This is an optimization exercise on Yosys and OpenROAD, whose aim is small area and a short achievable clock period, not a production implementation.
At most, simulation tests tie the RTL to the original design; equivalence was not proved.
Only the layout flow was run in run 6; the RTL was not checked for function there.
No activity file was given, so power comes from the tool's default toggle rates.

`flow/config.mk`:
```
export PLATFORM = sky130hd
export DESIGN_NAME = tdisto_accum
export DESIGN_NICKNAME = tdisto_accum
export VERILOG_FILES = /design/flow/design.v
export SDC_FILE = /design/flow/constraint.sdc
export NUM_CORES = 4
export LEC_CHECK = 0
export CAP_MARGIN = 20
export CORE_MARGIN = 2
export CORE_UTILIZATION = 60
export SETUP_SLACK_MARGIN = 3.0
export SLEW_MARGIN = 20
```
`flow/constraint.sdc`:
```
create_clock -name core_clock -period 7.0 [get_ports {clk}]
set_input_delay 1.4000 -clock core_clock [delete_from_list [all_inputs] [get_ports {clk}]]
set_output_delay 1.4000 -clock core_clock [all_outputs]
set_load 0.01 [all_outputs]
```
`flow/design.v`:
```
module tdisto_accum (
  input  logic        clk,
  input  logic        rst_n,
  input  logic        start,
  input  logic [15:0] tlambda,
  input  logic [31:0] sum_a,
  input  logic        done_a,
  input  logic [31:0] sum_b,
  input  logic        done_b,
  output logic        busy,
  output logic [31:0] disto,
  output logic        disto_valid,
  output logic        err
);
  localparam logic [1:0] S_IDLE = 2'd0;
  localparam logic [1:0] S_ACC  = 2'd1;
  localparam logic [1:0] S_MUL  = 2'd2;
  localparam logic [1:0] S_OUT  = 2'd3;
  function automatic logic [2:0] booth(input logic [2:0] b);
    booth[0] = b[1] ^ b[0];
    booth[1] = (b[2] & ~b[1] & ~b[0]) | (~b[2] & b[1] & b[0]);
    booth[2] = b[2] & ~(b[1] & b[0]);
  endfunction
  logic [1:0]  state_q;
  logic        pend_a_q, pend_b_q;
  logic [4:0]  cnt_q;
  logic        busy_q, disto_valid_q, err_q;
  logic [31:0] disto_q;
  logic [15:0] tl_q;
  logic [2:0]  neg_q, two_q, one_q;
  logic [2:0]  negn_q, twon_q, onen_q;
  logic [31:0] v_q;
  logic [30:0] acc_q;
  logic [3:0]  l_q;
  logic in_acc, in_mul, in_out;
  assign in_acc = (state_q == S_ACC);
  assign in_mul = (state_q == S_MUL);
  assign in_out = (state_q == S_OUT);
  logic consume;
  assign consume = in_acc & pend_a_q & pend_b_q;
  logic        a_wait, b_wait, a_next, b_next;
  logic [31:0] a_op, b_op;
  logic [32:0] diff;
  logic [27:0] dq;
  logic        zq;
  assign a_wait = pend_a_q & ~pend_b_q;
  assign b_wait = pend_b_q & ~pend_a_q;
  assign a_op   = a_wait ? v_q : sum_a;
  assign b_op   = b_wait ? v_q : sum_b;
  assign diff   = {a_op[31], a_op} - {b_op[31], b_op};
  assign a_next = done_a | a_wait;
  assign b_next = done_b | b_wait;
  assign dq     = v_q[27:0];
  assign zq     = v_q[28];
  logic        dneg;
  logic [27:0] mag_x;
  logic        mag_c;
  assign dneg  = dq[27];
  assign mag_x = dq ^ {28{dneg}};
  assign mag_c = dneg & zq;
  logic [31:0] acc_sum2;
  logic [30:0] acc_sum;
  assign acc_sum2 = {acc_q, mag_c} + {3'd0, mag_x, mag_c};
  assign acc_sum  = acc_sum2[31:1];
  logic [2:0] d0_s1, d1_s1, d2_s1, d0_s2, d1_s2, d2_s2, d0_s3, d1_s3, d2_s3;
  logic [2:0] d0_s1q, d1_s1q, d2_s1q;
  assign d0_s1 = booth({tlambda[1:0], 1'b0});
  assign d1_s1 = booth(tlambda[3:1]);
  assign d2_s1 = booth(tlambda[5:3]);
  assign d0_s1q = booth({tl_q[1:0], 1'b0});
  assign d1_s1q = booth(tl_q[3:1]);
  assign d2_s1q = booth(tl_q[5:3]);
  assign d0_s2 = booth(tl_q[7:5]);
  assign d1_s2 = booth(tl_q[9:7]);
  assign d2_s2 = booth(tl_q[11:9]);
  assign d0_s3 = booth(tl_q[13:11]);
  assign d1_s3 = booth(tl_q[15:13]);
  assign d2_s3 = booth({2'b00, tl_q[15]});
  logic [14:0] k_add;
  assign k_add = {d1_s3[2], 1'b0, d0_s3[2], 1'b0, d2_s2[2], 1'b0, d1_s2[2], 1'b1,
                  d0_s2[2], 1'b0, neg_q[2], 1'b0, neg_q[1], 1'b0, neg_q[0]};
  logic [32:0] addend;
  assign addend = {v_q[31], v_q};
  logic [31:0] ax, ax2, pp0, pp1, pp2;
  assign ax  = {1'b0, acc_q};
  assign ax2 = {ax[30:0], 1'b0};
  assign pp0[15:0]  = (({16{one_q[0]}} & ax[15:0]) | ({16{two_q[0]}} & ax2[15:0])) ^ {16{neg_q[0]}};
  assign pp1[15:0]  = (({16{one_q[1]}} & ax[15:0]) | ({16{two_q[1]}} & ax2[15:0])) ^ {16{neg_q[1]}};
  assign pp2[15:0]  = (({16{one_q[2]}} & ax[15:0]) | ({16{two_q[2]}} & ax2[15:0])) ^ {16{neg_q[2]}};
  assign pp0[31:16] = (({16{~onen_q[0]}} & ax[31:16]) | ({16{~twon_q[0]}} & ax2[31:16])) ^ {16{~negn_q[0]}};
  assign pp1[31:16] = (({16{~onen_q[1]}} & ax[31:16]) | ({16{~twon_q[1]}} & ax2[31:16])) ^ {16{~negn_q[1]}};
  assign pp2[31:16] = (({16{~onen_q[2]}} & ax[31:16]) | ({16{~twon_q[2]}} & ax2[31:16])) ^ {16{~negn_q[2]}};
  logic fs0, fc0;
  logic fs1, fc1;
  logic fs2, fc2;
  logic fs3, fc3;
  logic fs4, fc4;
  logic fs5, fc5;
  logic fs6, fc6;
  logic fs7, fc7;
  logic fs8, fc8;
  logic fs9, fc9;
  logic fs10, fc10;
  logic fs11, fc11;
  logic fs12, fc12;
  logic fs13, fc13;
  logic fs14, fc14;
  logic fs15, fc15;
  logic fs16, fc16;
  logic fs17, fc17;
  logic fs18, fc18;
  logic fs19, fc19;
  logic fs20, fc20;
  logic fs21, fc21;
  logic fs22, fc22;
  logic fs23, fc23;
  logic fs24, fc24;
  logic fs25, fc25;
  logic fs26, fc26;
  logic fs27, fc27;
  logic fs28, fc28;
  logic fs29, fc29;
  logic fs30, fc30;
  logic fs31, fc31;
  logic fs32, fc32;
  logic fs33, fc33;
  logic fs34, fc34;
  logic fs35, fc35;
  logic fs36, fc36;
  logic fs37, fc37;
  logic fs38, fc38;
  logic fs39, fc39;
  logic fs40, fc40;
  logic fs41, fc41;
  logic fs42, fc42;
  logic fs43, fc43;
  logic fs44, fc44;
  logic fs45, fc45;
  logic fs46, fc46;
  logic fs47, fc47;
  logic fs48, fc48;
  logic fs49, fc49;
  logic fs50, fc50;
  logic fs51, fc51;
  logic fs52, fc52;
  logic fs53, fc53;
  logic fs54, fc54;
  logic fs55, fc55;
  logic fs56, fc56;
  logic fs57, fc57;
  logic fs58, fc58;
  logic fs59, fc59;
  logic fs60, fc60;
  logic fs61, fc61;
  logic fs62, fc62;
  logic fs63, fc63;
  assign fs0 = addend[2] ^ pp0[2] ^ pp1[0];
  assign fc0 = (addend[2] & pp0[2]) | (addend[2] & pp1[0]) | (pp0[2] & pp1[0]);
  assign fs1 = addend[3] ^ pp0[3] ^ pp1[1];
  assign fc1 = (addend[3] & pp0[3]) | (addend[3] & pp1[1]) | (pp0[3] & pp1[1]);
  assign fs2 = addend[4] ^ pp0[4] ^ pp1[2];
  assign fc2 = (addend[4] & pp0[4]) | (addend[4] & pp1[2]) | (pp0[4] & pp1[2]);
  assign fs3 = pp2[0] ^ fc1 ^ fs2;
  assign fc3 = (pp2[0] & fc1) | (pp2[0] & fs2) | (fc1 & fs2);
  assign fs4 = addend[5] ^ pp0[5] ^ pp1[3];
  assign fc4 = (addend[5] & pp0[5]) | (addend[5] & pp1[3]) | (pp0[5] & pp1[3]);
  assign fs5 = pp2[1] ^ fc2 ^ fs4;
  assign fc5 = (pp2[1] & fc2) | (pp2[1] & fs4) | (fc2 & fs4);
  assign fs6 = addend[6] ^ pp0[6] ^ pp1[4];
  assign fc6 = (addend[6] & pp0[6]) | (addend[6] & pp1[4]) | (pp0[6] & pp1[4]);
  assign fs7 = pp2[2] ^ fc4 ^ fs6;
  assign fc7 = (pp2[2] & fc4) | (pp2[2] & fs6) | (fc4 & fs6);
  assign fs8 = addend[7] ^ pp0[7] ^ pp1[5];
  assign fc8 = (addend[7] & pp0[7]) | (addend[7] & pp1[5]) | (pp0[7] & pp1[5]);
  assign fs9 = pp2[3] ^ fc6 ^ fs8;
  assign fc9 = (pp2[3] & fc6) | (pp2[3] & fs8) | (fc6 & fs8);
  assign fs10 = addend[8] ^ pp0[8] ^ pp1[6];
  assign fc10 = (addend[8] & pp0[8]) | (addend[8] & pp1[6]) | (pp0[8] & pp1[6]);
  assign fs11 = pp2[4] ^ fc8 ^ fs10;
  assign fc11 = (pp2[4] & fc8) | (pp2[4] & fs10) | (fc8 & fs10);
  assign fs12 = addend[9] ^ pp0[9] ^ pp1[7];
  assign fc12 = (addend[9] & pp0[9]) | (addend[9] & pp1[7]) | (pp0[9] & pp1[7]);
  assign fs13 = pp2[5] ^ fc10 ^ fs12;
  assign fc13 = (pp2[5] & fc10) | (pp2[5] & fs12) | (fc10 & fs12);
  assign fs14 = addend[10] ^ pp0[10] ^ pp1[8];
  assign fc14 = (addend[10] & pp0[10]) | (addend[10] & pp1[8]) | (pp0[10] & pp1[8]);
  assign fs15 = pp2[6] ^ fc12 ^ fs14;
  assign fc15 = (pp2[6] & fc12) | (pp2[6] & fs14) | (fc12 & fs14);
  assign fs16 = addend[11] ^ pp0[11] ^ pp1[9];
  assign fc16 = (addend[11] & pp0[11]) | (addend[11] & pp1[9]) | (pp0[11] & pp1[9]);
  assign fs17 = pp2[7] ^ fc14 ^ fs16;
  assign fc17 = (pp2[7] & fc14) | (pp2[7] & fs16) | (fc14 & fs16);
  assign fs18 = addend[12] ^ pp0[12] ^ pp1[10];
  assign fc18 = (addend[12] & pp0[12]) | (addend[12] & pp1[10]) | (pp0[12] & pp1[10]);
  assign fs19 = pp2[8] ^ fc16 ^ fs18;
  assign fc19 = (pp2[8] & fc16) | (pp2[8] & fs18) | (fc16 & fs18);
  assign fs20 = addend[13] ^ pp0[13] ^ pp1[11];
  assign fc20 = (addend[13] & pp0[13]) | (addend[13] & pp1[11]) | (pp0[13] & pp1[11]);
  assign fs21 = pp2[9] ^ fc18 ^ fs20;
  assign fc21 = (pp2[9] & fc18) | (pp2[9] & fs20) | (fc18 & fs20);
  assign fs22 = addend[14] ^ pp0[14] ^ pp1[12];
  assign fc22 = (addend[14] & pp0[14]) | (addend[14] & pp1[12]) | (pp0[14] & pp1[12]);
  assign fs23 = pp2[10] ^ fc20 ^ fs22;
  assign fc23 = (pp2[10] & fc20) | (pp2[10] & fs22) | (fc20 & fs22);
  assign fs24 = addend[15] ^ pp0[15] ^ pp1[13];
  assign fc24 = (addend[15] & pp0[15]) | (addend[15] & pp1[13]) | (pp0[15] & pp1[13]);
  assign fs25 = pp2[11] ^ fc22 ^ fs24;
  assign fc25 = (pp2[11] & fc22) | (pp2[11] & fs24) | (fc22 & fs24);
  assign fs26 = addend[16] ^ pp0[16] ^ pp1[14];
  assign fc26 = (addend[16] & pp0[16]) | (addend[16] & pp1[14]) | (pp0[16] & pp1[14]);
  assign fs27 = pp2[12] ^ fc24 ^ fs26;
  assign fc27 = (pp2[12] & fc24) | (pp2[12] & fs26) | (fc24 & fs26);
  assign fs28 = addend[17] ^ pp0[17] ^ pp1[15];
  assign fc28 = (addend[17] & pp0[17]) | (addend[17] & pp1[15]) | (pp0[17] & pp1[15]);
  assign fs29 = pp2[13] ^ fc26 ^ fs28;
  assign fc29 = (pp2[13] & fc26) | (pp2[13] & fs28) | (fc26 & fs28);
  assign fs30 = addend[18] ^ pp0[18] ^ pp1[16];
  assign fc30 = (addend[18] & pp0[18]) | (addend[18] & pp1[16]) | (pp0[18] & pp1[16]);
  assign fs31 = pp2[14] ^ fc28 ^ fs30;
  assign fc31 = (pp2[14] & fc28) | (pp2[14] & fs30) | (fc28 & fs30);
  assign fs32 = addend[19] ^ pp0[19] ^ pp1[17];
  assign fc32 = (addend[19] & pp0[19]) | (addend[19] & pp1[17]) | (pp0[19] & pp1[17]);
  assign fs33 = pp2[15] ^ fc30 ^ fs32;
  assign fc33 = (pp2[15] & fc30) | (pp2[15] & fs32) | (fc30 & fs32);
  assign fs34 = addend[20] ^ pp0[20] ^ pp1[18];
  assign fc34 = (addend[20] & pp0[20]) | (addend[20] & pp1[18]) | (pp0[20] & pp1[18]);
  assign fs35 = pp2[16] ^ fc32 ^ fs34;
  assign fc35 = (pp2[16] & fc32) | (pp2[16] & fs34) | (fc32 & fs34);
  assign fs36 = addend[21] ^ pp0[21] ^ pp1[19];
  assign fc36 = (addend[21] & pp0[21]) | (addend[21] & pp1[19]) | (pp0[21] & pp1[19]);
  assign fs37 = pp2[17] ^ fc34 ^ fs36;
  assign fc37 = (pp2[17] & fc34) | (pp2[17] & fs36) | (fc34 & fs36);
  assign fs38 = addend[22] ^ pp0[22] ^ pp1[20];
  assign fc38 = (addend[22] & pp0[22]) | (addend[22] & pp1[20]) | (pp0[22] & pp1[20]);
  assign fs39 = pp2[18] ^ fc36 ^ fs38;
  assign fc39 = (pp2[18] & fc36) | (pp2[18] & fs38) | (fc36 & fs38);
  assign fs40 = addend[23] ^ pp0[23] ^ pp1[21];
  assign fc40 = (addend[23] & pp0[23]) | (addend[23] & pp1[21]) | (pp0[23] & pp1[21]);
  assign fs41 = pp2[19] ^ fc38 ^ fs40;
  assign fc41 = (pp2[19] & fc38) | (pp2[19] & fs40) | (fc38 & fs40);
  assign fs42 = addend[24] ^ pp0[24] ^ pp1[22];
  assign fc42 = (addend[24] & pp0[24]) | (addend[24] & pp1[22]) | (pp0[24] & pp1[22]);
  assign fs43 = pp2[20] ^ fc40 ^ fs42;
  assign fc43 = (pp2[20] & fc40) | (pp2[20] & fs42) | (fc40 & fs42);
  assign fs44 = addend[25] ^ pp0[25] ^ pp1[23];
  assign fc44 = (addend[25] & pp0[25]) | (addend[25] & pp1[23]) | (pp0[25] & pp1[23]);
  assign fs45 = pp2[21] ^ fc42 ^ fs44;
  assign fc45 = (pp2[21] & fc42) | (pp2[21] & fs44) | (fc42 & fs44);
  assign fs46 = addend[26] ^ pp0[26] ^ pp1[24];
  assign fc46 = (addend[26] & pp0[26]) | (addend[26] & pp1[24]) | (pp0[26] & pp1[24]);
  assign fs47 = pp2[22] ^ fc44 ^ fs46;
  assign fc47 = (pp2[22] & fc44) | (pp2[22] & fs46) | (fc44 & fs46);
  assign fs48 = addend[27] ^ pp0[27] ^ pp1[25];
  assign fc48 = (addend[27] & pp0[27]) | (addend[27] & pp1[25]) | (pp0[27] & pp1[25]);
  assign fs49 = pp2[23] ^ fc46 ^ fs48;
  assign fc49 = (pp2[23] & fc46) | (pp2[23] & fs48) | (fc46 & fs48);
  assign fs50 = addend[28] ^ pp0[28] ^ pp1[26];
  assign fc50 = (addend[28] & pp0[28]) | (addend[28] & pp1[26]) | (pp0[28] & pp1[26]);
  assign fs51 = pp2[24] ^ fc48 ^ fs50;
  assign fc51 = (pp2[24] & fc48) | (pp2[24] & fs50) | (fc48 & fs50);
  assign fs52 = addend[29] ^ pp0[29] ^ pp1[27];
  assign fc52 = (addend[29] & pp0[29]) | (addend[29] & pp1[27]) | (pp0[29] & pp1[27]);
  assign fs53 = pp2[25] ^ fc50 ^ fs52;
  assign fc53 = (pp2[25] & fc50) | (pp2[25] & fs52) | (fc50 & fs52);
  assign fs54 = addend[30] ^ pp0[30] ^ pp1[28];
  assign fc54 = (addend[30] & pp0[30]) | (addend[30] & pp1[28]) | (pp0[30] & pp1[28]);
  assign fs55 = pp2[26] ^ fc52 ^ fs54;
  assign fc55 = (pp2[26] & fc52) | (pp2[26] & fs54) | (fc52 & fs54);
  assign fs56 = addend[31] ^ pp0[31] ^ pp1[29];
  assign fc56 = (addend[31] & pp0[31]) | (addend[31] & pp1[29]) | (pp0[31] & pp1[29]);
  assign fs57 = pp2[27] ^ fc54 ^ fs56;
  assign fc57 = (pp2[27] & fc54) | (pp2[27] & fs56) | (fc54 & fs56);
  assign fs58 = ~neg_q[0] ^ ~addend[32] ^ pp1[30];
  assign fc58 = (~neg_q[0] & ~addend[32]) | (~neg_q[0] & pp1[30]) | (~addend[32] & pp1[30]);
  assign fs59 = pp2[28] ^ fc56 ^ fs58;
  assign fc59 = (pp2[28] & fc56) | (pp2[28] & fs58) | (fc56 & fs58);
  assign fs60 = 1'b1 ^ pp1[31] ^ pp2[29];
  assign fc60 = (1'b1 & pp1[31]) | (1'b1 & pp2[29]) | (pp1[31] & pp2[29]);
  assign fs61 = fc58 ^ fs60 ^ fc59;
  assign fc61 = (fc58 & fs60) | (fc58 & fc59) | (fs60 & fc59);
  assign fs62 = ~neg_q[1] ^ pp2[30] ^ fc60;
  assign fc62 = (~neg_q[1] & pp2[30]) | (~neg_q[1] & fc60) | (pp2[30] & fc60);
  assign fs63 = 1'b1 ^ pp2[31] ^ fc62;
  assign fc63 = (1'b1 & pp2[31]) | (1'b1 & fc62) | (pp2[31] & fc62);
  logic [37:0] row_s, row_c, x;
  assign row_s = {1'b1, ~neg_q[2], fs63, fc61, fs61, fc57, fc55, fc53, fc51, fc49, fc47, fc45, fc43, fc41, fc39, fc37, fc35, fc33, fc31, fc29, fc27, fc25, fc23, fc21, fc19, fc17, fc15, fc13, fc11, fc9, fc7, fc5, fc3, fs3, fc0, fs0, addend[1], addend[0]};
  assign row_c = {1'b0, fc63, 1'b0, fs62, 1'b0, fs59, fs57, fs55, fs53, fs51, fs49, fs47, fs45, fs43, fs41, fs39, fs37, fs35, fs33, fs31, fs29, fs27, fs25, fs23, fs21, fs19, fs17, fs15, fs13, fs11, fs9, fs7, fs5, 1'b0, fs1, 1'b0, pp0[1], pp0[0]};
  assign x = row_s + row_c;
  logic [6:0] hs, hc, hx;
  logic       c28, nz0, nz1, sat;
  assign hs  = row_s[34:28];
  assign hc  = row_c[34:28];
  assign hx  = hs ^ hc;
  assign c28 = x[28] ^ row_s[28] ^ row_c[28];
  assign nz0 = (hx != {hs[5:0] | hc[5:0], 1'b0});
  assign nz1 = ~&hx;
  assign sat = c28 ? nz1 : nz0;
  logic [31:0] disto_res;
  assign disto_res = {x[27:0], l_q} | {32{sat}};
  logic acc_done;
  assign acc_done = in_acc & cnt_q[4];
  logic [2:0] dig0_d, dig1_d, dig2_d;
  always_comb begin
    if (start) begin
      dig0_d = d0_s1;  dig1_d = d1_s1;  dig2_d = d2_s1;
    end else if (acc_done) begin
      dig0_d = d0_s2;  dig1_d = d1_s2;  dig2_d = d2_s2;
    end else if (in_mul) begin
      dig0_d = d0_s3;  dig1_d = d1_s3;  dig2_d = d2_s3;
    end else begin
      dig0_d = d0_s1q; dig1_d = d1_s1q; dig2_d = d2_s1q;
    end
  end
  always_ff @(posedge clk) begin
    if (!rst_n) begin
      state_q       <= S_IDLE;
      pend_a_q      <= 1'b0;
      pend_b_q      <= 1'b0;
      busy_q        <= 1'b0;
      disto_valid_q <= 1'b0;
      err_q         <= 1'b0;
      disto_q       <= 32'd0;
    end else begin
      busy_q        <= start | (state_q != S_IDLE);
      disto_valid_q <= ~start & in_out;
      if (start) begin
        state_q  <= S_ACC;
        pend_a_q <= 1'b0;
        pend_b_q <= 1'b0;
        err_q    <= 1'b0;
      end else begin
        case (state_q)
          S_ACC: begin
            if (acc_done) state_q <= S_MUL;
            pend_a_q <= done_a | (pend_a_q & ~consume);
            pend_b_q <= done_b | (pend_b_q & ~consume);
            if ((done_a & pend_a_q & ~consume) | (done_b & pend_b_q & ~consume))
              err_q <= 1'b1;
          end
          S_MUL: state_q <= S_OUT;
          S_OUT: begin
            state_q <= S_IDLE;
            disto_q <= disto_res;
          end
          default: ;
        endcase
      end
    end
  end
  always_ff @(posedge clk) begin
    if (start) tl_q <= tlambda;
    {neg_q[0], two_q[0], one_q[0]} <= dig0_d;
    {neg_q[1], two_q[1], one_q[1]} <= dig1_d;
    {neg_q[2], two_q[2], one_q[2]} <= dig2_d;
    {negn_q[0], twon_q[0], onen_q[0]} <= ~dig0_d;
    {negn_q[1], twon_q[1], onen_q[1]} <= ~dig1_d;
    {negn_q[2], twon_q[2], onen_q[2]} <= ~dig2_d;
    if (cnt_q[4])            v_q <= x[37:6];
    else if (consume & (cnt_q[3:0] == 4'd15)) v_q <= {17'd0, k_add};
    else if (a_next & b_next) v_q <= {3'd0, ~|diff[4:0], diff[32:5]};
    else if (a_next)         v_q <= a_op;
    else                     v_q <= b_op;
    if (start) begin
      acc_q <= 31'd0;
      cnt_q <= 5'd0;
    end else if (consume & ~cnt_q[4]) begin
      acc_q <= acc_sum;
      cnt_q <= cnt_q + 5'd1;
    end
    l_q <= x[5:2];
  end
  assign busy        = busy_q;
  assign disto       = disto_q;
  assign disto_valid = disto_valid_q;
  assign err         = err_q;
endmodule
```
`flow/flow/run.sh`:
```
#!/bin/bash
# The standard layout, with plain buffers on the ports instead of the
# delay-cell buffers that buffer_ports picks by default.
set -euo pipefail
export BUFFER_PORTS_ARGS="-buffer_cell sky130_fd_sc_hd__buf_1"
bash standard.sh finish > standard_flow.log 2>&1
```
`flow/standard.sh`:
```
#!/bin/bash
# synth_recipe.tcl (not shown) runs the flow's synth.tcl, then flattens the netlist and writes it again
# the make line also repeats each setting of config.mk as NAME=value (left out here)
make -C /OpenROAD-flow-scripts/flow DESIGN_CONFIG=/design/flow/config.mk WORK_HOME=/design/flow/orfs CLKGATE_MAP_FILE= SYNTH_SCRIPT=/design/flow/synth_recipe.tcl "${@:-finish}"
```
==> flow_summary.toml, run 1 <==
[status]
outcome = "complete, no violations"

[clock_tree]
ctsHoldBuffers = 0
cts_buffers = 17
clock_latency_ps = 450
cts_tree = "built"
cts_sinks = 145
clkTransAtPathRegs_ps = 80
clockBufferDepth = 2
cts_root_buf = "clkbuf_16"
htreeDepth = 4

[synth]
syn_area_per_cell_sq_um = 8.05
synth_cells = 1826
synth_ff_type = "dfxtp_1"
synth_warnings = 1
synth-edff-count = 16
syn_nets = 2085
async_reset_ff_frac = 0
netlist_area_sq_mm = 0.0147
seq_area_frac_synth = 0.208
ys_seq_elements = 145
synth_cell_types = 85

[power_and_ir_drop]
pwr-share-seq = 0.161
p_leak_nw = 7.13
p_int_mw = 3.36
power_density_mw_per_mm2 = 374
p_sw_frac = 0.488
p_sw_mw = 3.20
ir_drop_uv = 278
pwr-share-clk = 0.145
p_comb_frac = 0.695

[worst_setup_path]
start_kind = "flop"
r2r_start = "one_q[0]"
reg2regPathDepth = 17
ff2ff_setup_slack_ps = 2840
timing.rr.end = "v_q[12]"
crit_end = "v_q[12]"
crit_path_end_kind = "flop"
required_ps = 7310
path_class = "flop to flop"
crit_start = "one_q[0]"
crit_arrival_ps = 4480
crit_fanout = 6

[finish]
finalNetCount = 2208
area_growth_pct = 19.4
fillCellCount = 1919
final_cell_mix = "nand2_1 (162), a21oi_1 (129), inv_1 (128), buf_1 (118), nor2_1 (117)"
mostFrequentLayoutCell = "nand2_1"
drive_gt1_frac = 0.176
diodes = 0

[sta]
finalSetupTns_ps = 0
clock-skew-final_ps = 20.8
rsz0062_at_grt = "true"
layout_min_cycle_time_ps = 4160
tightest_slew_ps = 1010
drv_slew = 0
hold_viol_final = 0
setup_viol = 0
postLayoutSetupSlackWorst_ps = 2840
slew_headroom = 0.326
fmax_mhz = 240
min_period_over_period = 0.595
hold_ws_ps = 456

[place]
pre_cts_slack_ps = 1510
portBuffers = 119
post-dp-hpwl_microns = 35500
gp_congestion = 0.988

[floorplan]
die_h_microns = 161
initial_core_util = 0.608
top_level_ports = 120
die-area_sq_mm = 0.0258
rows = 57
die_x_microns = 161
core_area_sq_mm = 0.0242

[drt]
viasPerCell = 6.37
drt-total-wl_microns = 49800
drc = 0
num_vias = 14600
firstDrtPassIters = 6
wl_per_cell_microns = 21.8
antenna_left = 0
drtIter0Drc = 1477

[global_route]
grt_usage = 0.370
gr-total-overflow = 0
antenna_found_initial = 0
grt_max_degree = 73
grt_pass1_wl_microns = 74800
grt_pass1_vias = 13700

[worst_hold_path]
hp-class = "flop to flop"

[run]
cap_violations = 0
## through the flow
stage | area (sq um) | util | std cells | power [mW]
after floorplan | 14800 | - | 1826 | 3.25
after global placement | 15400 | 0.635 | 2191 | 4.04
after detailed placement | 15400 | 0.635 | 2191 | 4.06
after CTS | 16700 | 0.690 | 2257 | 5.60
after global routing | 17600 | 0.726 | 2286 | 6.87
final | 17600 | 0.726 | 2286 | 6.56
## cell families (layout without fill, tap and decap cells)
group | count (synthesis) | after routing | synth area share
adders and majority gates | 174 | 174 | 0.181
AOI/OAI and AO/OA | 549 | 549 | 0.245
muxes | 48 | 48 | 0.0347
buffers and inverters | 235 | 365 | 0.0612
and+or+nand+nor | 469 | 472 | 0.147
xor gates and xnor gates | 206 | 209 | 0.123
DFF | 145 | 145 | 0.208
## per-layer routing
metal	track usage	routed length (microns)	part of all wire	vias up
met5	0	0	0	-
met4	0.199	2900	0.058	0
met3	0.0591	3910	0.078	166
met2	0.613	23300	0.47	779
met1	0.466	19800	0.40	6925
li1	-	-	-	6703
## worst min path at each step
stage	from	endpoint	slack [ps]	cells past startpoint
floorplan	l_q[0]	disto_q[0]	420	2
global placement	l_q[1]	disto_q[1]	440	2
detailed placement	l_q[1]	disto_q[1]	440	2
CTS	l_q[1]	disto_q[1]	450	2
global route	l_q[0]	disto_q[0]	480	2
finish	l_q[1]	disto_q[1]	460	2
## power groups by stage
stage,combinational (mW),sequential [mW],clock (mW)
after floorplan,2.27,0.977,0
after global placement,2.97,1.06,0
after detailed placement,3.00,1.07,0
after CTS,3.61,1.05,0.947
after global routing,4.83,1.06,0.979
final,4.56,1.05,0.949
## registers in the layout, summed over array words and instances (netlist names), 4 cells and up
| register | flops |
|---|---|
| acc_q | 31 |
| v_q | 32 |
| tl_q | 16 |
| cnt_q | 5 |
| disto_q | 32 |
| l_q | 4 |
## cell type report
type                    count  area [sq um]  share of cell area
clock inverters            14           141             0.00805
well taps                 324           405              0.0231
repair buffers            193          1080              0.0618
inverters                 140           529              0.0301
multi-input cells        1452         11800               0.673
flip-flops and latches    145          3140               0.179
clock buffers              18           439              0.0250
## worst max-delay path, cell delays in order, from the launching register on
cell and delay, ps:
dfxtp_4 380, buf_4 170, a22oi_2 200, xnor2_1 120, fa_1 500, inv_1 50, fa_1 480, inv_1 60
ha_4 260, and4_4 180, nand2_1 80, a21oi_2 60, or3b_4 390, a21o_1 160, a21o_1 190, a221oi_2 330
xor2_2 320, a211oi_2 110
## Yosys cell counts, types with 12 or more instances
master	n	area [sq um]
o21ai_0	113	566
nand3_1	32	160
xor2_1	84	736
nor2_1	124	465
a22oi_1	48	360
o22ai_1	52	325
nand2b_1	25	156
nor3_1	42	210
ha_1	110	1380
nor2b_1	17	106
o211ai_1	12	90.1
a211oi_1	25	188
nand2_1	163	612
mux2_2	24	270
inv_1	137	514
fa_1	64	1280
mux2i_1	24	240
xnor2_1	122	1070
a21o_1	38	285
clkbuf_1	73	274
edfxtp_1	16	480
dfxtp_1	129	2580
buf_1	13	48.8
a21oi_1	143	716
## what timing repair did
item / in CTS / in global routing
buffers inserted: 29 / 28
endpoints found under the setup margin: 60 / 56
pin swaps: 30 / 39
gates resized for setup: 118 / 127
gates cloned: 5 / 1
==> run 2: changes to the inputs <==
--- a/flow/config.mk
+++ b/flow/config.mk
@@ -8,5 +8,5 @@
 export CAP_MARGIN = 20
 export CORE_MARGIN = 2
 export CORE_UTILIZATION = 60
-export SETUP_SLACK_MARGIN = 3.0
+export SETUP_SLACK_MARGIN = 3.2
 export SLEW_MARGIN = 20
==> run 2 against run 1 <==
- area after synthesis did not move
- worst setup slack got worse by 140 ps
- die area did not move
- core utilization rose by 2.5 points
- non-clock buffer count rose by 14
- sequential cell count did not move
- power rose by 9.6%
- sequential share of layout area fell by 0.58 points
- critical path depth rose by 3
- combinational power rose by 14%
==> flow_summary.toml, run 2 <==
[global_route]
antenna_found_initial = 0
grt_usage = 0.387
gr-total-overflow = 0
grt_pass1_vias = 14300
grt_max_degree = 72
grt_pass1_wl_microns = 78100

[sta]
hold_ws_ps = 476
clock-skew-final_ps = 13.5
rsz0062_at_grt = "true"
slew_headroom = 0.290
min_period_over_period = 0.615
finalSetupTns_ps = 0
fmax_mhz = 232
layout_min_cycle_time_ps = 4310
postLayoutSetupSlackWorst_ps = 2690
drv_slew = 0
setup_viol = 0
hold_viol_final = 0
tightest_slew_ps = 1060

[synth]
synth-edff-count = 16
netlist_area_sq_mm = 0.0147
yosys-top-cells-count = "nand2_1 (163), a21oi_1 (143), inv_1 (137), dfxtp_1 (129), nor2_1 (124)"
synthTopCellsByArea = "dfxtp_1 (18%), ha_1 (9.4%), fa_1 (8.7%)"
synth.most_common_cell = "nand2_1"
synth_cell_types = 85
syn_nets = 2085
synth_top_area_cell = "dfxtp_1"
seq_area_frac_synth = 0.208
synth_top_area_share = 0.176
synth_cells = 1826
synth_warnings = 1
async_reset_ff_frac = 0
synth_ff_type = "dfxtp_1"
ys_seq_elements = 145
syn_area_per_cell_sq_um = 8.05

[drt]
wl_per_cell_microns = 22.6
firstDrtPassIters = 8
drt-total-wl_microns = 52000
drc = 0
drtIter0Drc = 1474
antenna_left = 0
viasPerCell = 6.50
num_vias = 15000

[worst_setup_path]
crit_path_end_kind = "flop"
start_kind = "flop"
path_class = "flop to flop"
required_ps = 7330
crit_fanout = 5
crit_arrival_ps = 4640

[finish]
drive_gt1_frac = 0.212
area_growth_pct = 23.5
finalNetCount = 2221
reg_top3 = "disto_q x32, v_q x32, acc_q x31"
mostFrequentLayoutCell = "nand2_1"
diodes = 0
final_cell_mix = "nand2_1 (156), inv_1 (120), buf_1 (118), nor2_1 (116), a21oi_1 (116)"
final_design_area_no_fill_sq_mm = 0.0182

[floorplan]
die_h_microns = 161
initial_core_util = 0.608
top_level_ports = 120
rows = 57
core_area_sq_mm = 0.0242
die-area_sq_mm = 0.0258
die_x_microns = 161

[status]
outcome = "complete, no violations"

[place]
post-dp-hpwl_microns = 35800
placed_area_sq_mm = 0.0154
portBuffers = 119
gp_congestion = 0.971
pre_cts_slack_ps = 1630

[run]
cap_violations = 0

[clock_tree]
clkTransAtPathRegs_ps = 70
cts_root_buf = "clkbuf_16"
clockBufferDepth = 2
cts_sinks = 145
clock_latency_ps = 450
htreeDepth = 4
ctsHoldBuffers = 0
cts_buffers = 17
cts_tree = "built"

[power_and_ir_drop]
ir_drop_uv = 276
p_leak_nw = 7.32
power_density_mw_per_mm2 = 396

[worst_hold_path]
hp-class = "flop to flop"
## run 2: cell counts after synthesis
No cell type changed its count.
## run 2: report_power, final
part | internal [mW] | switching (mW)
clock | 0.494 | 0.467
sequential | 0.909 | 0.148
combinational | 2.27 | 2.90
total | 3.68 | 3.52
## run 2: path summary, 6_finish.rpt
path         startpoint  endpoint  slack, ps  cells after the start
max            one_q[1]   v_q[17]       2690                     20
min            cnt_q[1]  cnt_q[1]        480                      2
max reg2reg    one_q[1]   v_q[17]       2690                     20
min reg2reg    cnt_q[1]  cnt_q[1]        480                      2
## run 2: layout make-up
type                            instances  area, sq um
Clock buffer                           18          450
Clock inverter                         14          139
Timing Repair Buffer                  207         1250
Tap cell                              324          405
Fill cell                            1791         6020
Sequential cell                       145         3150
Inverter                              140          529
Multi-Input combinational cell       1451        12200
## run 2: repair_timing
item	CTS	global route
buffers inserted	44	27
cloned	5	0
pin swaps	56	59
resized for setup	253	86
endpoints found under the setup margin	62	67
## run 2: routing by layer
layer | track usage | vias to the layer above | part of all wire | wire, microns
met5 | 0 | - | 0 | 0
met4 | 0.224 | 0 | 0.069 | 3580
met3 | 0.0625 | 222 | 0.084 | 4380
met2 | 0.641 | 850 | 0.47 | 24200
met1 | 0.479 | 7134 | 0.38 | 19800
li1 | - | 6747 | - | -
## run 2: per-stage QoR
step / utilization / power (mW) / cells
2_1_floorplan: - / 3.29 / 1826
3_3_place_gp: 0.637 / 4.06 / 2191
3_5_place_dp: 0.638 / 4.08 / 2191
4_1_cts: 0.723 / 6.19 / 2272
5_1_grt: 0.751 / 7.48 / 2299
6_report: 0.751 / 7.19 / 2299
## run 2: cells by family (layout without fill, tap and decap cells)
| family | count (synthesis) | count (layout) | synth area share |
|---|---|---|---|
| xor gates and xnor gates | 206 | 209 | 0.123 |
| buffers and inverters | 235 | 379 | 0.0612 |
| and+or+nand+nor | 469 | 471 | 0.147 |
| DFF | 145 | 145 | 0.208 |
| muxes | 48 | 48 | 0.0347 |
| AOI/OAI and AO/OA | 549 | 549 | 0.245 |
| adders and majority gates | 174 | 174 | 0.181 |
## run 2: worst max-delay path, cell delays in order, from the launching register on
cell	delay, ps
dfxtp_4	390
buf_6	150
a22oi_2	220
xnor2_2	100
fa_1	500
inv_2	40
fa_1	510
inv_2	50
ha_4	250
a21oi_4	200
buf_6	130
nand3b_1	100
nor4_2	370
nor2_2	90
buf_6	150
a31oi_4	230
o21bai_2	120
a21oi_2	140
xor2_1	210
buf_4	170
o21ai_0	60
==> run 3: changes to the inputs <==
--- a/flow/config.mk
+++ b/flow/config.mk
@@ -8,5 +8,5 @@
 export CAP_MARGIN = 20
 export CORE_MARGIN = 2
 export CORE_UTILIZATION = 60
-export SETUP_SLACK_MARGIN = 3.2
+export SETUP_SLACK_MARGIN = 2.6
 export SLEW_MARGIN = 20
==> run 3 against run 2 <==
- final area down 10%
- critical path type unchanged
- die area unchanged
- power is 23% lower
- core utilization is 7.5 points lower
- still clean
- final cell count decreased by 2.8%
==> flow_summary.toml, run 3 <==
[synth]
synthTopCellsByArea = "dfxtp_1 (18%), ha_1 (9.4%), fa_1 (8.7%)"
synth.most_common_cell = "nand2_1"
syn_area_per_cell_sq_um = 8.05
synth_top_area_cell = "dfxtp_1"
syn_nets = 2085
seq_area_frac_synth = 0.208
synth_ff_type = "dfxtp_1"
async_reset_ff_frac = 0
netlist_area_sq_mm = 0.0147
synth_warnings = 1
synth_cells = 1826
ys_seq_elements = 145
yosys-top-cells-count = "nand2_1 (163), a21oi_1 (143), inv_1 (137), dfxtp_1 (129), nor2_1 (124)"
synth_top_area_share = 0.176
synth_cell_types = 85
synth-edff-count = 16

[floorplan]
core_area_sq_mm = 0.0242
rows = 57
initial_core_util = 0.608
top_level_ports = 120
die_h_microns = 161
die_x_microns = 161
die-area_sq_mm = 0.0258

[finish]
area_growth_pct = 11.1
seq_area_sq_mm = 0.00311
stdcell_count = 2234
final_cell_mix = "nand2_1 (163), a21oi_1 (137), inv_1 (136), nor2_1 (120), buf_1 (118)"
multi_input_area_sq_mm = 0.0110
mostFrequentLayoutCell = "nand2_1"
fillCellCount = 2099
reg_top3 = "disto_q x32, v_q x32, acc_q x31"
finalNetCount = 2156
diodes = 0
drive_gt1_frac = 0.0953

[drt]
viasPerCell = 6.34
num_vias = 14200
drt-total-wl_microns = 47400
drtIter0Drc = 1309
drc = 0
firstDrtPassIters = 10
antenna_left = 0
wl_per_cell_microns = 21.2

[worst_setup_path]
slowest_delay_ps = 510
crit_slowest_cell = "dfxtp_1"
crit_fanout = 8
crit_path_end_kind = "flop"
required_ps = 7340
cp_cell_sequence = "a22oi_2 -> xnor2_2 -> fa_1 -> fa_1 -> inv_1 -> ha_1 -> nor2b_1 -> o211ai_2 -> a21oi_2 -> or3b_4 -> a21o_1 -> a21o_1 -> a221oi_2 -> xor2_2 -> a211oi_2"
start_kind = "flop"
path_class = "flop to flop"
crit_arrival_ps = 4650

[power_and_ir_drop]
p_leak_nw = 6.75
power_mw = 5.53
power_density_mw_per_mm2 = 338
ir_drop_uv = 200

[clock_tree]
ctsHoldBuffers = 0
cts_root_buf = "clkbuf_16"
htreeDepth = 4
cts_buffers = 17
clkTransAtPathRegs_ps = 80
clock_latency_ps = 450
clockBufferDepth = 2
cts_sinks = 145
cts_tree = "built"

[status]
outcome = "complete, no violations"

[global_route]
grt_max_degree = 72
grt_pass1_vias = 13600
gr-total-overflow = 0
antenna_found_initial = 0
grt_usage = 0.364
grt_pass1_wl_microns = 73300

[sta]
min_period_over_period = 0.616
rsz0062_at_grt = "true"
layout_min_cycle_time_ps = 4310
clock-skew-final_ps = 14.3
fmax_mhz = 232
drv_slew = 0
setup_viol = 0
finalSetupTns_ps = 0
hold_viol_final = 0
tightest_slew_ps = 1130
slew_headroom = 0.246

[worst_hold_path]
hp-class = "flop to flop"

[place]
gp_congestion = 0.997
portBuffers = 119
post-dp-hpwl_microns = 35900
place_inst = 2192

[run]
cap_violations = 0
[run 3: cell counts after synthesis]
Identical to the previous run, type by type.
[run 3: worst paths after layout]
path	endpoint	cells after the start	slack, ps	from
worst min register to register	disto_q[2]	2	450	l_q[2]
worst max-delay path	v_q[12]	15	2690	acc_q[4]
worst min-delay path	disto_q[2]	2	450	l_q[2]
worst max register to register	v_q[12]	15	2690	acc_q[4]
[run 3: what timing repair did]
action	CTS	global route
setup endpoints to repair	51	47
cloned	1	2
gates resized for setup	32	52
setup buffers	3	4
pin swaps	2	7
[run 3: worst max-delay path: cells and delay by family, from the launching register on]
family | cells | cell delay [ps]
xor+xnor | 2 | 320
fa+ha+maj | 3 | 1290
simple gates | 2 | 550
buf+inv | 1 | 40
compound gates | 7 | 1470
flops | 1 | 510
[run 3: layout make-up]
| type | count | area share |
|---|---|---|
| multi-input combinational | 1449 | 0.674 |
| sequential | 145 | 0.191 |
| timing repair buffer | 144 | 0.0406 |
| inverter | 140 | 0.0323 |
| clock buffer | 17 | 0.0260 |
| tap | 324 | 0.0248 |
| clock inverter | 15 | 0.0117 |
[run 3: report_power, final]
| part | switching [mW] | leakage [nW] | internal (mW) |
|---|---|---|---|
| sequential | 0.143 | 1.22 | 0.910 |
| clock | 0.465 | 0.303 | 0.547 |
| combinational | 2.14 | 5.22 | 1.32 |
| total | 2.75 | 6.75 | 2.78 |
[run 3: through the flow]
| stage | worst slack [ps] | util | instance area [sq um] | hold WS, ps |
|---|---|---|---|---|
| 2_1_floorplan | 2650 | - | 14700 | 424 |
| 3_3_place_gp | 1810 | 0.634 | 15300 | 433 |
| 3_5_place_dp | 1640 | 0.635 | 15300 | 444 |
| 4_1_cts | 2630 | 0.666 | 16100 | 458 |
| 5_1_grt | 2550 | 0.676 | 16300 | 471 |
| 6_report | 2690 | 0.676 | 16300 | 451 |
[run 3: metal layers]
layer	track usage	wire, microns	vias up
met5	0	0	-
met4	0.197	2680	0
met3	0.0610	3700	150
met2	0.605	21900	672
met1	0.452	19100	6740
li1	-	-	6609
[run 3: cell families after synthesis]
family	Yosys count	synth area share
AOI/OAI and AO/OA	549	0.245
buffers and inverters	235	0.0612
and+or+nand+nor	469	0.147
muxes	48	0.0347
xor gates and xnor gates	206	0.123
DFF	145	0.208
adders and majority gates	174	0.181
==> run 4: changes to the inputs <==
--- a/flow/config.mk
+++ b/flow/config.mk
@@ -8,5 +8,5 @@
 export CAP_MARGIN = 20
 export CORE_MARGIN = 2
 export CORE_UTILIZATION = 60
-export SETUP_SLACK_MARGIN = 2.6
+export SETUP_SLACK_MARGIN = 2.7
 export SLEW_MARGIN = 20
==> run 4 against run 3 <==
- highest routed layer unchanged
- global-route usage increased by 0.62 points
- critical path type unchanged
- power grew 2.1%
- largest power group unchanged
- critical endpoint unchanged
- area after synthesis stayed put
- sequential cell count did not move
==> flow_summary.toml, run 4 <==
[status]
outcome = "complete, no violations"

[global_route]
grt_max_degree = 72
grt_pass1_vias = 13600
antenna_found_initial = 1
gr-total-overflow = 0
grt_pass1_wl_microns = 74100
grt_usage = 0.370

[synth]
netlist_area_sq_mm = 0.0147
yosys-top-cells-count = "nand2_1 (163), a21oi_1 (143), inv_1 (137), dfxtp_1 (129), nor2_1 (124)"
syn_nets = 2085
synth_top_area_share = 0.176
synth.most_common_cell = "nand2_1"
async_reset_ff_frac = 0
synth-edff-count = 16
synth_cell_types = 85
synthTopCellsByArea = "dfxtp_1 (18%), ha_1 (9.4%), fa_1 (8.7%)"
seq_area_frac_synth = 0.208
synth_ff_type = "dfxtp_1"
synth_cells = 1826
ys_seq_elements = 145
synth_top_area_cell = "dfxtp_1"
synth_warnings = 1
syn_area_per_cell_sq_um = 8.05

[clock_tree]
clkTransAtPathRegs_ps = 80
htreeDepth = 4
cts_buffers = 17
clock_latency_ps = 450
ctsHoldBuffers = 0
cts_root_buf = "clkbuf_16"
cts_sinks = 145
cts_tree = "built"
clockBufferDepth = 2

[floorplan]
top_level_ports = 120
die-area_sq_mm = 0.0258
initial_core_util = 0.608
rows = 57
die_h_microns = 161
core_area_sq_mm = 0.0242
die_x_microns = 161

[sta]
finalSetupTns_ps = 0
drv_slew = 0
postLayoutSetupSlackWorst_ps = 2750
clock-skew-final_ps = 13.4
setup_viol = 0
hold_viol_final = 0
tightest_slew_ps = 1070
layout_min_cycle_time_ps = 4250
min_period_over_period = 0.607
slew_headroom = 0.283
rsz0062_at_grt = "true"
fmax_mhz = 236

[worst_setup_path]
crit_arrival_ps = 4550
crit_fanout = 9
start_kind = "flop"
required_ps = 7300
critPathBufInv = 1
slowest_delay_ps = 510
path_class = "flop to flop"
crit_slowest_cell = "fa_1"
crit_path_end_kind = "flop"
cp_cell_sequence = "buf_6 -> a22oi_1 -> xnor2_1 -> fa_1 -> fa_1 -> ha_2 -> and4_1 -> nand2_1 -> a21oi_2 -> or3b_4 -> a21o_1 -> a21o_1 -> a221oi_2 -> xor2_2 -> a211oi_1"
critPathTopFamily = "adder cells"

[finish]
utilization = 0.686
finalNetCount = 2161
seq_area_sq_mm = 0.00313
drive_gt1_frac = 0.114
reg_top3 = "disto_q x32, v_q x32, acc_q x31"
area_growth_pct = 12.8
fillCellCount = 2062
final_cell_mix = "nand2_1 (162), inv_1 (135), a21oi_1 (133)"
multi_input_area_sq_mm = 0.0112
mostFrequentLayoutCell = "nand2_1"
final_design_area_no_fill_sq_mm = 0.0166

[place]
gp_congestion = 1.00
pre_cts_slack_ps = 1590
placed_area_sq_mm = 0.0153
post-dp-hpwl_microns = 36500
portBuffers = 119

[drt]
wl_per_cell_microns = 21.8
drt-total-wl_microns = 48800
drc = 0
drtIter0Drc = 1412
antenna_left = 0
firstDrtPassIters = 6
viasPerCell = 6.37
num_vias = 14300

[power_and_ir_drop]
p_leak_nw = 6.77
power_mw = 5.64
ir_drop_uv = 228
power_density_mw_per_mm2 = 340

[run]
cap_violations = 0

[worst_hold_path]
hp-class = "flop to flop"
## run 4: cell types whose count changed in the layout (fill, tap and decap cells not counted), moves of 3 or more
| cell | previous run | this run |
|---|---|---|
| dfxtp_4 | 7 | 10 |
| ha_1 | 106 | 96 |
| ha_4 | 0 | 5 |
| a22oi_2 | 5 | 11 |
| a21oi_1 | 137 | 133 |
| dfxtp_1 | 103 | 99 |
| buf_4 | 21 | 24 |
| ha_2 | 4 | 9 |
| a22oi_1 | 43 | 37 |
| a21oi_2 | 5 | 8 |
## run 4: stage by stage
step | cells | hold WS [ps]
after floorplan | 1826 | 424
after detailed placement | 2191 | 442
after global routing | 2239 | 493
after CTS | 2232 | 453
after global placement | 2191 | 441
final | 2241 | 455
## run 4: what timing repair did
item,CTS,global route
gates cloned,2,2
buffers inserted,7,5
hold endpoints to repair,0,0
pin swaps,4,11
resized for setup,46,78
endpoints found under the setup margin,54,50
## run 4: kinds of logic after synthesis
group | after synthesis | synth area share
AND/OR/NAND/NOR | 469 | 0.147
AO/OA/AOI/OAI | 549 | 0.245
XOR/XNOR | 206 | 0.123
adder cells (fa/ha/maj) | 174 | 0.181
multiplexers | 48 | 0.0347
flip-flops | 145 | 0.208
buffers and inverters | 235 | 0.0612
## run 4: routing by layer
metal / track usage / vias to the layer above / routed length, microns
met5: 0 / - / 0
met4: 0.224 / 0 / 3170
met3: 0.0612 / 180 / 4130
met2: 0.616 / 695 / 22500
met1: 0.451 / 6777 / 18900
li1: - / 6619 / -
## run 4: final timing paths
path,startpoint,endpoint,slack (ps),cells after the start
max reg2reg,one_q[1],v_q[12],2750,15
min reg2reg,l_q[2],disto_q[2],460,2
min,l_q[2],disto_q[2],460,2
max,one_q[1],v_q[12],2750,15
## run 4: worst reg2reg max path, delay by kind of cell (launching register included)
kind / cells / cell delay [ps]
fa+ha+maj: 3 / 1300
buf+inv: 1 / 160
simple gates: 3 / 690
flops: 1 / 400
xor+xnor: 2 / 450
compound gates: 6 / 1090
## run 4: cell type report
cell class                 count  share of cell area
inverter                     140              0.0318
sequential                   145               0.189
clock buffer                  18              0.0265
timing repair buffer         148              0.0423
antenna                        2            0.000302
multi-input combinational   1450               0.675
clock inverter                14              0.0114
tap                          324              0.0244
## run 4: power by group
| group | switching (mW) | internal [mW] |
|---|---|---|
| Sequential | 0.145 | 0.910 |
| Combinational | 2.16 | 1.40 |
| Clock | 0.466 | 0.556 |
| Total | 2.78 | 2.87 |
==> run 5: changes to the inputs <==
--- a/flow/config.mk
+++ b/flow/config.mk
@@ -8,5 +8,5 @@
 export CAP_MARGIN = 20
 export CORE_MARGIN = 2
 export CORE_UTILIZATION = 60
-export SETUP_SLACK_MARGIN = 2.7
+export SETUP_SLACK_MARGIN = 2.5
 export SLEW_MARGIN = 20
==> run 5 against run 4 <==
- hold slack got worse by 5.0 ps
- critical endpoint unchanged
- count of clock-buffer cells in the layout down 1
- sequential share of layout area increased by 0.30 points
- first-iteration DRC count fell by 11%
- area after synthesis unchanged
- combinational power down 6.7%
- sequential cell count unchanged
- power decreased by 4.4%
- critical path type unchanged
- synthesized cell count unchanged
- highest routed layer is now met5
==> flow_summary.toml, run 5 <==
[sta]
slew_headroom = 0.341
fmax_mhz = 232
finalSetupTns_ps = 0
tightest_slew_ps = 985
rsz0062_at_grt = "false"
layout_min_cycle_time_ps = 4310
clock-skew-final_ps = 15.8
min_period_over_period = 0.616
setup_viol = 0
drv_slew = 0
hold_viol_final = 0

[worst_setup_path]
crit_slowest_cell = "fa_1"
crit_start = "one_q[1]"
slowest_delay_ps = 490
required_ps = 7340
crit_arrival_ps = 4650
crit_path_end_kind = "flop"
ff2ff_setup_slack_ps = 2690
reg2regPathDepth = 15
crit_fanout = 16
critPathBufInv = 1
critPathTopFamily = "compound AO/OA/AOI/OAI gates"
cp_cell_sequence = "a22oi_2 -> xor2_1 -> fa_1 -> fa_1 -> inv_1 -> ha_1 -> nor2b_1 -> o211ai_2 -> a21oi_1 -> or3b_1 -> a21o_1 -> a21o_1 -> a221oi_2 -> xor2_2 -> a211oi_2"
timing.rr.end = "v_q[12]"
path_class = "flop to flop"
r2r_start = "one_q[1]"
start_kind = "flop"

[drt]
drtIter0Drc = 1250
drt-total-wl_microns = 47200
antenna_left = 0
num_vias = 14000
wl_per_cell_microns = 21.1
viasPerCell = 6.29
firstDrtPassIters = 6
drc = 0

[floorplan]
rows = 57
initial_core_util = 0.608
die_x_microns = 161
core_area_sq_mm = 0.0242
top_level_ports = 120
die-area_sq_mm = 0.0258
die_h_microns = 161

[finish]
mostFrequentLayoutCell = "nand2_1"
diodes = 0
final_design_area_no_fill_sq_mm = 0.0162
area_growth_pct = 10.4
final_cell_mix = "nand2_1 (163), a21oi_1 (140), inv_1 (136), xnor2_1 (120), nor2_1 (120)"
reg_top3 = "disto_q x32, v_q x32, acc_q x31"
drive_gt1_frac = 0.0854
utilization = 0.671
finalNetCount = 2154

[synth]
synth.most_common_cell = "nand2_1"
seq_area_frac_synth = 0.208
yosys-top-cells-count = "nand2_1 (163), a21oi_1 (143), inv_1 (137), dfxtp_1 (129), nor2_1 (124)"
synth-edff-count = 16
synth_ff_type = "dfxtp_1"
async_reset_ff_frac = 0
synth_warnings = 1
synth_top_area_share = 0.176
synth_cell_types = 85
syn_nets = 2085
ys_seq_elements = 145
netlist_area_sq_mm = 0.0147
synth_top_area_cell = "dfxtp_1"
syn_area_per_cell_sq_um = 8.05
synth_cells = 1826
synthTopCellsByArea = "dfxtp_1 (18%), ha_1 (9.4%), fa_1 (8.7%)"

[power_and_ir_drop]
p_leak_nw = 6.72
ir_drop_uv = 194
pwr-share-seq = 0.195
power_density_mw_per_mm2 = 332
pwr-share-clk = 0.187
power_mw = 5.39
p_int_mw = 2.70
p_sw_mw = 2.69
p_comb_frac = 0.617
p_sw_frac = 0.499

[clock_tree]
cts_buffers = 17
clock_latency_ps = 450
cts_tree = "built"
htreeDepth = 4
cts_root_buf = "clkbuf_16"
clockBufferDepth = 2
ctsHoldBuffers = 0
clkTransAtPathRegs_ps = 80
cts_sinks = 145

[place]
placed_area_sq_mm = 0.0153
gp_congestion = 0.997
portBuffers = 119
post-dp-hpwl_microns = 35900

[global_route]
grt_usage = 0.362
grt_pass1_vias = 13600
gr-total-overflow = 0
grt_max_degree = 72
grt_pass1_wl_microns = 73000
antenna_found_initial = 1

[worst_hold_path]
hold_depth = 2
min_from = "l_q[2]"
holdPathEnd = "disto_q[2]"
hp-class = "flop to flop"

[status]
outcome = "complete, no violations"

[run]
cap_violations = 0
run 5: cells by family after synthesis:
logic type                 count (synthesis)  share of synthesized area
DFF                                      145                      0.208
muxes                                     48                     0.0347
and+or+nand+nor                          469                      0.147
xor gates and xnor gates                 206                      0.123
buffers and inverters                    235                     0.0612
adders and majority gates                174                      0.181
AOI/OAI and AO/OA                        549                      0.245
run 5: tightest hold or removal path: stages (launching register included):
cell and delay [ps]:
dfxtp_1 310, nor3_1 50, nor2_1 70
run 5: how the worst max path moves through the flow:
| stage | end | depth (start not counted) | slack (ps) |
|---|---|---|---|
| floorplan | v_q[12] | 17 | 2650 |
| global placement | disto_q[16] | 15 | 1810 |
| detailed placement | disto_q[30] | 15 | 1640 |
| CTS | v_q[12] | 15 | 2500 |
| global route | v_q[12] | 15 | 2500 |
| finish | v_q[12] | 15 | 2690 |
run 5: area by class of cell:
cell class | count | area (sq um)
clock inverters | 15 | 191
flip-flops and latches | 145 | 3110
clock buffers | 17 | 425
multi-input cells | 1449 | 10900
inverters | 140 | 528
well taps | 324 | 405
repair buffers | 142 | 637
fillers | 2115 | 7950
run 5: through the flow:
stage | worst slack, ps | hold slack (ps) | instances
detailed placement | 1640 | 444 | 2192
finish | 2690 | 450 | 2232
global placement | 1810 | 433 | 2192
floorplan | 2650 | 424 | 1826
CTS | 2500 | 458 | 2226
global route | 2500 | 471 | 2232
run 5: timing repair:
action / 4_1_cts / 5_1_grt
gates resized for setup: 21 / 40
gates cloned: 0 / 3
buffers inserted: 2 / 3
setup endpoints to repair: 47 / 47
pin swaps: 1 / 7
run 5: metal layers:
layer  GRT usage  vias to the layer above  wire (microns)
li1            -                     6604               -
met3      0.0535                      143            3230
met1       0.454                     6680           19300
met4       0.192                        2            2570
met5           0                        -              11
met2       0.604                      617           22100
run 5: power by group through the flow:
stage	Combinational (mW)	Clock (mW)	Sequential (mW)
final	3.33	1.01	1.05
after CTS	3.08	1.01	1.05
after floorplan	2.25	0	0.977
after global placement	2.97	0	1.06
after global routing	3.59	1.05	1.06
after detailed placement	2.98	0	1.07
==> run 6: changes to the inputs <==
--- a/flow/design.v
+++ b/flow/design.v
@@ -80,7 +80,7 @@
   assign k_add = {d1_s3[2], 1'b0, d0_s3[2], 1'b0, d2_s2[2], 1'b0, d1_s2[2], 1'b1,
                   d0_s2[2], 1'b0, neg_q[2], 1'b0, neg_q[1], 1'b0, neg_q[0]};
   logic [32:0] addend;
-  assign addend = {v_q[31], v_q};
+  assign addend = in_acc ? {18'd0, k_add} : {v_q[31], v_q};
   logic [31:0] ax, ax2, pp0, pp1, pp2;
   assign ax  = {1'b0, acc_q};
   assign ax2 = {ax[30:0], 1'b0};
@@ -356,7 +356,6 @@
     {negn_q[1], twon_q[1], onen_q[1]} <= ~dig1_d;
     {negn_q[2], twon_q[2], onen_q[2]} <= ~dig2_d;
     if (cnt_q[4])            v_q <= x[37:6];
-    else if (consume & (cnt_q[3:0] == 4'd15)) v_q <= {17'd0, k_add};
     else if (a_next & b_next) v_q <= {3'd0, ~|diff[4:0], diff[32:5]};
     else if (a_next)         v_q <= a_op;
     else                     v_q <= b_op;
==> run 6 against run 5 <==
- core utilization rose by 0.92 points
- sequential cell count did not move
- register-to-register slack got worse by 100 ps
- final area rose by 1.1%
- worst setup slack got worse by 100 ps
- largest power group unchanged
==> flow_summary.toml, run 6 <==
[synth]
synth_ff_type = "dfxtp_1"
async_reset_ff_frac = 0
synth.most_common_cell = "nand2_1"
seq_area_frac_synth = 0.210
synth_top_area_share = 0.177
netlist_area_sq_mm = 0.0146
synth_top_area_cell = "dfxtp_1"
synth_cells = 1779
synthTopCellsByArea = "dfxtp_1 (18%), ha_1 (9.4%), fa_1 (8.8%)"
yosys-top-cells-count = "nand2_1 (155), a21oi_1 (150), inv_1 (139), dfxtp_1 (129), ha_1 (110)"
synth_cell_types = 80
synth_warnings = 1
ys_seq_elements = 145
syn_area_per_cell_sq_um = 8.19
syn_nets = 2038
synth-edff-count = 16

[power_and_ir_drop]
p_sw_mw = 2.48
p_leak_nw = 7.12
ir_drop_uv = 540
pwr-share-clk = 0.181
p_int_mw = 2.83
pwr-share-seq = 0.202
p_comb_frac = 0.617
p_sw_frac = 0.467
power_density_mw_per_mm2 = 323

[drt]
firstDrtPassIters = 6
num_vias = 13700
drtIter0Drc = 1076
viasPerCell = 6.17
antenna_left = 0
drc = 0
wl_per_cell_microns = 19.6
drt-total-wl_microns = 43500

[floorplan]
top_level_ports = 120
die_x_microns = 160
die_h_microns = 160
initial_core_util = 0.604
rows = 57
core_area_sq_mm = 0.0241
die-area_sq_mm = 0.0255

[finish]
area_growth_pct = 12.6
final_design_area_no_fill_sq_mm = 0.0164
final_cell_mix = "nand2_1 (153), a21oi_1 (143), inv_1 (139), buf_1 (118), xor2_1 (102)"
reg_top3 = "disto_q x32, v_q x32, acc_q x31"
finalNetCount = 2135
mostFrequentLayoutCell = "nand2_1"
drive_gt1_frac = 0.110
diodes = 0

[sta]
rsz0062_at_grt = "true"
min_period_over_period = 0.630
tightest_slew_ps = 924
hold_viol_final = 0
clock-skew-final_ps = 15.7
layout_min_cycle_time_ps = 4410
setup_viol = 0
drv_slew = 0
slew_headroom = 0.383
fmax_mhz = 227
finalSetupTns_ps = 0

[worst_setup_path]
crit_arrival_ps = 4710
path_class = "flop to flop"
start_kind = "flop"
crit_path_end_kind = "flop"
required_ps = 7300
crit_fanout = 16

[global_route]
busiest_layer = "met2"
use_met3 = 0.0371
antenna_found_initial = 1
grt_max_degree = 49
gr-total-overflow = 0
grt_usage = 0.331
grt_pass1_wl_microns = 67700
grt_use_met2 = 0.578
grt_util_met1 = 0.413
grt_pass1_vias = 12900

[clock_tree]
cts_buffers = 17
clkTransAtPathRegs_ps = 70
htreeDepth = 4
clockBufferDepth = 2
cts_tree = "built"
cts_sinks = 145
clock_latency_ps = 440
cts_root_buf = "clkbuf_16"
ctsHoldBuffers = 0

[place]
gp_congestion = 0.945
placed_area_sq_mm = 0.0152
post-dp-hpwl_microns = 32700
portBuffers = 119

[run]
cap_violations = 0

[status]
outcome = "complete, no violations"

[worst_hold_path]
hp-class = "flop to flop"
run 6: metal layers:
layer / routed length (microns) / vias to the layer above
li1: - / 6531
met1: 18300 / 6547
met2: 21200 / 463
met3: 2110 / 110
met4: 1880 / 0
met5: 0 / -
run 6: critical path, cell delays in order, from the launching register on:
cell	delay (ps)
dfxtp_1	390
inv_1	170
o22ai_1	380
xnor2_2	160
fa_1	680
fa_1	220
inv_1	50
fa_1	400
inv_1	70
ha_1	260
ha_1	330
nor4_1	250
a31oi_1	140
nor4bb_4	300
buf_4	200
clkbuf_16	180
a21oi_1	80
run 6: cell families (layout without fill, tap and decap cells):
| logic type | Yosys count | after routing | share of synthesized area |
|---|---|---|---|
| and+or+nand+nor | 415 | 415 | 0.137 |
| DFF | 145 | 145 | 0.210 |
| xor gates and xnor gates | 199 | 199 | 0.120 |
| muxes | 73 | 73 | 0.0529 |
| buffers and inverters | 234 | 344 | 0.0621 |
| adders and majority gates | 174 | 174 | 0.182 |
| AOI/OAI and AO/OA | 539 | 539 | 0.236 |
run 6: what timing repair did:
| action | in CTS | in global routing |
|---|---|---|
| resized for setup | 32 | 70 |
| gates cloned | 0 | 1 |
| endpoints found under the setup margin | 53 | 53 |
| setup buffers | 13 | 20 |
| pin swaps | 6 | 10 |
run 6: final timing paths:
| check | cells past startpoint | startpoint | end | slack (ps) |
|---|---|---|---|---|
| setup reg to reg | 16 | acc_q[29] | disto_q[7] | 2590 |
| setup / recovery | 16 | acc_q[29] | disto_q[7] | 2590 |
| hold / removal | 2 | l_q[1] | disto_q[1] | 420 |
| hold reg to reg | 2 | l_q[1] | disto_q[1] | 420 |
run 6: through the flow:
step,util,power [mW],hold WS (ps),setup WS [ps],instances
after CTS,0.663,5.08,424,2510,2192
after global placement,0.631,3.99,416,1940,2147
after global routing,0.680,5.71,447,2440,2213
after floorplan,-,3.32,409,2530,1779
final,0.680,5.31,421,2590,2213
after detailed placement,0.631,4.04,421,1730,2147
run 6: power groups by stage:
stage | Sequential, mW | Combinational (mW) | Clock, mW
after detailed placement | 1.09 | 2.95 | 0
after CTS | 1.07 | 3.04 | 0.970
after floorplan | 0.981 | 2.34 | 0
after global placement | 1.08 | 2.91 | 0
after global routing | 1.07 | 3.63 | 1.00
final | 1.07 | 3.28 | 0.961
run 6: final cells by class:
class | instances | area [sq um]
flip-flops and latches | 145 | 3120
inverters | 142 | 533
fillers | 2149 | 7700
multi-input cells | 1400 | 10900
clock buffers | 18 | 429
repair buffers | 170 | 868
clock inverters | 14 | 171
well taps | 324 | 405

-- port drivers added, routing unchanged --
Ports are ideal in the flow. The routed layouts listed here were re-timed in OpenROAD.
Step 1: set_driving_cell puts a clkbuf_16 on clk and a buf_2 on each other input, an assumption about the parent block.
Step 2 moves the port delays by t, midway between the first and last clock arrival at a register: inputs arrive t later, outputs are due t later. That takes back most of the time a late clock gives input paths.
a / b / c = no drivers / after step 1 / after step 2; a / b = the first two.
| run | t (ns) | setup slack, ns | worst register clock-pin slew, ns |
|---|---|---|---|
| run 1 | 0.493 | 2.836 / 2.836 / 2.572 | 0.08 / 0.08 |
| run 2 | 0.496 | 2.692 / 2.692 / 2.539 | 0.08 / 0.08 |
| run 3 | 0.492 | 2.687 / 2.687 / 2.522 | 0.08 / 0.08 |
| run 4 | 0.496 | 2.754 / 2.754 / 2.577 | 0.08 / 0.08 |
| run 5 | 0.493 | 2.690 / 2.690 / 2.497 | 0.08 / 0.08 |
| run 6 | 0.486 | 2.589 / 2.589 / 2.525 | 0.08 / 0.08 |
After both steps every run listed still meets setup and hold. The setup slack of run 1, which loses most, moves by 0.000 ns with the drivers and by -0.264 ns with both steps.
